Background: an optimization exercise with open tools, aiming at small area. Do not read the settings as production practice. In this exercise RTL edits were held to simulation tests only and were not proved equivalent to the original. Power figures rest on the tool's default switching activity, not on a simulated workload.

// asymmetric_fifo_sync
module asymmetric_fifo_sync
#(
    parameter int WIDTHW     = 8,
    parameter int WIDTHR     = 32,
    parameter int DEPTHW     = 256,
    parameter int BIG_ENDIAN = 0,
    parameter int AFULL_THR  = 4
) (
    input  logic              clk,
    input  logic              rstn,
    input  logic              clr,
    input  logic              wr_en,
    input  logic [WIDTHW-1:0] din,
    output logic              full,
    output logic              almost_full,
    output logic              overflow,
    input  logic              rd_en,
    output logic [WIDTHR-1:0] dout,
    output logic              dout_valid,
    output logic              empty,
    output logic              underflow,
    output logic [asym_fifo_pkg::clog2(asym_fifo_pkg::calcDmin(DEPTHW, WIDTHW, WIDTHR)):0] level
);
Size: ~60 I/O pins.
==> module asym_sdp_ram, before the edit <==
module asym_sdp_ram (
    input  logic         clk,
    input  logic [3:0]   laneEn,
    input  logic         shift,
    input  logic [7:0]   din,
    input  logic [63:0]  rsel,
    output logic [31:0]  rdData
);
    logic [31:0] mem [64];
    for (genvar l = 0; l < 4; l++) begin : gLane
        fifo_byte uByte (
            .clk  (clk),
            .hold (~laneEn[l]),
            .we   (laneEn[l]),
            .d    (din),
            .q    (mem[0][l*8 +: 8])
        );
    end
    for (genvar w = 1; w < 64; w++) begin : gWord
        for (genvar l = 0; l < 4; l++) begin : gByte
            fifo_byte uByte (
                .clk  (clk),
                .hold (~shift),
                .we   (shift),
                .d    (mem[w-1][l*8 +: 8]),
                .q    (mem[w][l*8 +: 8])
            );
        end
    end
    for (genvar b = 0; b < 32; b++) begin : gBit
        logic [21:0] leaf_n;
        logic [5:0]  part;
        logic [2:0]  part_n;
        for (genvar g = 0; g < 21; g++) begin : gLeaf
            fifo_rd3 uLeaf (
                .a   ({mem[3*g+2][b], mem[3*g+1][b], mem[3*g][b]}),
                .s   (rsel[3*g+2 -: 3]),
                .y_n (leaf_n[g])
            );
        end
        fifo_nand2 uLeaf63 (.a({mem[63][b], rsel[63]}), .y(leaf_n[21]));
        fifo_nand4 uP0 (.a(leaf_n[3:0]),   .y(part[0]));
        fifo_nand4 uP1 (.a(leaf_n[7:4]),   .y(part[1]));
        fifo_nand4 uP2 (.a(leaf_n[11:8]),  .y(part[2]));
        fifo_nand4 uP3 (.a(leaf_n[15:12]), .y(part[3]));
        fifo_nand3 uP4 (.a(leaf_n[18:16]), .y(part[4]));
        fifo_nand3 uP5 (.a(leaf_n[21:19]), .y(part[5]));
        fifo_nor2  uQ0 (.a(part[1:0]),     .y(part_n[0]));
        fifo_nor2  uQ1 (.a(part[3:2]),     .y(part_n[1]));
        fifo_nor2  uQ2 (.a(part[5:4]),     .y(part_n[2]));
        fifo_nand3 uOut (.a(part_n),       .y(rdData[b]));
    end
endmodule
==> module asymmetric_fifo_sync, before the edit <==
module asymmetric_fifo_sync
#(
    parameter int WIDTHW     = 8,
    parameter int WIDTHR     = 32,
    parameter int DEPTHW     = 256,
    parameter int BIG_ENDIAN = 0,
    parameter int AFULL_THR  = 4
) (
    input  logic              clk,
    input  logic              rstn,
    input  logic              clr,
    input  logic              wr_en,
    input  logic [WIDTHW-1:0] din,
    output logic              full,
    output logic              almost_full,
    output logic              overflow,
    input  logic              rd_en,
    output logic [WIDTHR-1:0] dout,
    output logic              dout_valid,
    output logic              empty,
    output logic              underflow,
    output logic [asym_fifo_pkg::clog2(asym_fifo_pkg::calcDmin(DEPTHW, WIDTHW, WIDTHR)):0] level
);
    logic        wrAccept, rdAccept;
    logic [5:0]  rdIdx;
    logic [8:0]  levelNext;
    logic        carry, up, dn;
    logic [6:0]  tUp, tDn;
    logic [5:0]  borrow;
    logic [63:0] rsel;
    logic [3:0]  laneEn;
    logic [31:0] rdData;
    assign full        = level[8];
    assign almost_full = level[8] | (&level[7:2]);
    assign empty       = ~|level[8:2];
    assign wrAccept = wr_en & ~full & ~clr;
    assign rdAccept = rd_en & ~empty & ~clr;
    always_comb begin
        borrow[0] = (level[1:0] == 2'd0);
        for (int i = 1; i < 6; i++) begin
            borrow[i] = borrow[i-1] & ~level[i+1];
        end
        for (int i = 0; i < 6; i++) begin
            rdIdx[i] = level[i+2] ^ borrow[i];
        end
    end
    always_comb begin
        levelNext[0] = level[0] ^ wrAccept;
        levelNext[1] = level[1] ^ (level[0] & wrAccept);
        carry        = level[1] & level[0] & wrAccept;
        up           = carry & ~rdAccept;
        dn           = rdAccept & ~carry;
        tUp[0]       = up;
        tDn[0]       = dn;
        for (int i = 1; i < 7; i++) begin
            tUp[i] = tUp[i-1] & level[i+1];
            tDn[i] = tDn[i-1] & ~level[i+1];
        end
        for (int i = 0; i < 7; i++) begin
            levelNext[i+2] = level[i+2] ^ (tUp[i] | tDn[i]);
        end
    end
    always_comb begin
        for (int w = 0; w < 64; w++) begin
            rsel[w] = (rdIdx == 6'(w));
        end
        for (int l = 0; l < 4; l++) begin
            laneEn[l] = wrAccept & (level[1:0] == 2'(l));
        end
    end
    always_ff @(posedge clk or negedge rstn) begin
        if (!rstn) begin
            level      <= '0;
            overflow   <= 1'b0;
            underflow  <= 1'b0;
            dout_valid <= 1'b0;
        end else begin
            if (clr) begin
                level <= '0;
            end else begin
                level <= levelNext;
            end
            overflow   <= wr_en & full & ~clr;
            underflow  <= rd_en & empty & ~clr;
            dout_valid <= rdAccept;
        end
    end
    for (genvar l = 0; l < 4; l++) begin : gDout
        fifo_obyte uDout (
            .clk  (clk),
            .rstn (rstn),
            .hold (~rdAccept),
            .ld   (rdAccept),
            .d    (rdData[l*8 +: 8]),
            .q    (dout[l*8 +: 8])
        );
    end
    asym_sdp_ram uRam (
        .clk    (clk),
        .laneEn (laneEn),
        .shift  (laneEn[0]),
        .din    (din),
        .rsel   (rsel),
        .rdData (rdData)
    );
endmodule
==> flow/config.mk <==
export PLATFORM = sky130hd
export DESIGN_NAME = asymmetric_fifo_sync
export DESIGN_NICKNAME = asymmetric_fifo_sync
export VERILOG_FILES = /design/flow/design.v
export SDC_FILE = /design/flow/constraint.sdc
export NUM_CORES = 4
export LEC_CHECK = 0
export CAP_MARGIN = 20
export CORE_MARGIN = 2
export CORE_UTILIZATION = 85
export PLACE_DENSITY = 0.95
export SLEW_MARGIN = 20
export SYNTH_HIERARCHICAL = 1
==> flow/constraint.sdc <==
create_clock -name core_clock -period 7.0 [get_ports {clk}]
set_input_delay 1.4000 -clock core_clock [delete_from_list [all_inputs] [get_ports {clk}]]
set_output_delay 1.4000 -clock core_clock [all_outputs]
set_load 0.01 [all_outputs]
standard.sh (not shown) runs the stock make flow with config.mk's settings and CLKGATE_MAP_FILE= SYNTH_SCRIPT=/design/flow/synth_recipe.tcl, a recipe that flattens the netlist after the stock synthesis.
==> flow/flow/run.sh <==
#!/bin/bash
set -o pipefail
cp standard.sh standard_sh.txt
export BUFFER_PORTS_ARGS="-buffer_cell sky130_fd_sc_hd__buf_1"
export CTS_ARGS="-sink_clustering_enable -repair_clock_nets -dont_use_dummy_load -sink_clustering_size 20 -sink_clustering_max_diameter 60 -buf_list sky130_fd_sc_hd__clkbuf_8"
bash standard.sh > standard.log 2>&1
==> next run, changes <==
--- a/flow/design.v
+++ b/flow/design.v
@@ -58,21 +58,35 @@
 module fifo_nand2 (input logic [1:0] a, output logic y);
     assign y = ~&a;
 endmodule
 module fifo_nor2 (input logic [1:0] a, output logic y);
     assign y = ~|a;
 endmodule
+module fifo_wl (
+    input  logic a_n,
+    input  logic b_n,
+    output logic y
+);
+    assign y = ~(a_n | b_n);
+endmodule
 module asym_sdp_ram (
     input  logic         clk,
     input  logic [3:0]   laneEn,
     input  logic         shift,
     input  logic [7:0]   din,
-    input  logic [63:0]  rsel,
+    input  logic [7:0]   rHi_n,
+    input  logic [7:0]   rLo_n,
     output logic [31:0]  rdData
 );
     logic [31:0] mem [64];
+    logic [1:0]  rsel [64];
+    for (genvar w = 0; w < 64; w++) begin : gRwl
+        for (genvar c = 0; c < 2; c++) begin : gCopy
+            fifo_wl uRwl (.a_n(rHi_n[w/8]), .b_n(rLo_n[w%8]), .y(rsel[w][c]));
+        end
+    end
     for (genvar l = 0; l < 4; l++) begin : gLane
         fifo_byte uByte (
             .clk  (clk),
             .hold (~laneEn[l]),
             .we   (laneEn[l]),
             .d    (din),
@@ -94,17 +108,17 @@
         logic [21:0] leaf_n;
         logic [5:0]  part;
         logic [2:0]  part_n;
         for (genvar g = 0; g < 21; g++) begin : gLeaf
             fifo_rd3 uLeaf (
                 .a   ({mem[3*g+2][b], mem[3*g+1][b], mem[3*g][b]}),
-                .s   (rsel[3*g+2 -: 3]),
+                .s   ({rsel[3*g+2][b/16], rsel[3*g+1][b/16], rsel[3*g][b/16]}),
                 .y_n (leaf_n[g])
             );
         end
-        fifo_nand2 uLeaf63 (.a({mem[63][b], rsel[63]}), .y(leaf_n[21]));
+        fifo_nand2 uLeaf63 (.a({mem[63][b], rsel[63][b/16]}), .y(leaf_n[21]));
         fifo_nand4 uP0 (.a(leaf_n[3:0]),   .y(part[0]));
         fifo_nand4 uP1 (.a(leaf_n[7:4]),   .y(part[1]));
         fifo_nand4 uP2 (.a(leaf_n[11:8]),  .y(part[2]));
         fifo_nand4 uP3 (.a(leaf_n[15:12]), .y(part[3]));
         fifo_nand3 uP4 (.a(leaf_n[18:16]), .y(part[4]));
         fifo_nand3 uP5 (.a(leaf_n[21:19]), .y(part[5]));
@@ -140,13 +154,13 @@
     logic        wrAccept, rdAccept;
     logic [5:0]  rdIdx;
     logic [8:0]  levelNext;
     logic        carry, up, dn;
     logic [6:0]  tUp, tDn;
     logic [5:0]  borrow;
-    logic [63:0] rsel;
+    logic [7:0]  rHi_n, rLo_n;
     logic [3:0]  laneEn;
     logic [31:0] rdData;
     assign full        = level[8];
     assign almost_full = level[8] | (&level[7:2]);
     assign empty       = ~|level[8:2];
     assign wrAccept = wr_en & ~full & ~clr;
@@ -174,14 +188,15 @@
         end
         for (int i = 0; i < 7; i++) begin
             levelNext[i+2] = level[i+2] ^ (tUp[i] | tDn[i]);
         end
     end
     always_comb begin
-        for (int w = 0; w < 64; w++) begin
-            rsel[w] = (rdIdx == 6'(w));
+        for (int i = 0; i < 8; i++) begin
+            rHi_n[i] = (rdIdx[5:3] != 3'(i));
+            rLo_n[i] = (rdIdx[2:0] != 3'(i));
         end
         for (int l = 0; l < 4; l++) begin
             laneEn[l] = wrAccept & (level[1:0] == 2'(l));
         end
     end
     always_ff @(posedge clk or negedge rstn) begin
@@ -213,10 +228,11 @@
     end
     asym_sdp_ram uRam (
         .clk    (clk),
         .laneEn (laneEn),
         .shift  (laneEn[0]),
         .din    (din),
-        .rsel   (rsel),
+        .rHi_n  (rHi_n),
+        .rLo_n  (rLo_n),
         .rdData (rdData)
     );
 endmodule
Via count shrinks slightly; design area grows slightly; power shrinks slightly; global-route usage is lower by 3.1 points; die area hardly moves; non-clock buffer count went up by 33; utilization goes up by 0.33 points.

## static timing again, ports no longer ideal
How much do the figures lean on ideal ports? The routed layouts below were timed once more, with nothing changed but the port constraints.
Step 1, drivers: a clkbuf_16 drives clk and a buf_2 each remaining input, both assumed.
Step 2 moves the port delays by t, midway between the first and last clock arrival at a register: inputs arrive t later, outputs are due t later. That takes back most of the time a late clock gives input paths.
Slacks: no drivers / after step 1 / after step 2; pairs: no drivers / after step 1.
run	shift t [ns]	setup slack, ns	slew at the worst register clock pin (ns)
the first run	0.872	2.142 / 2.194 / 1.322	0.12 / 0.12
the second run	0.895	1.854 / 1.854 / 1.656	0.12 / 0.12
After both steps setup and hold are still met in every run listed. The setup slack of the first run, which loses most, moves by +0.052 ns with the drivers and by -0.820 ns with both steps.
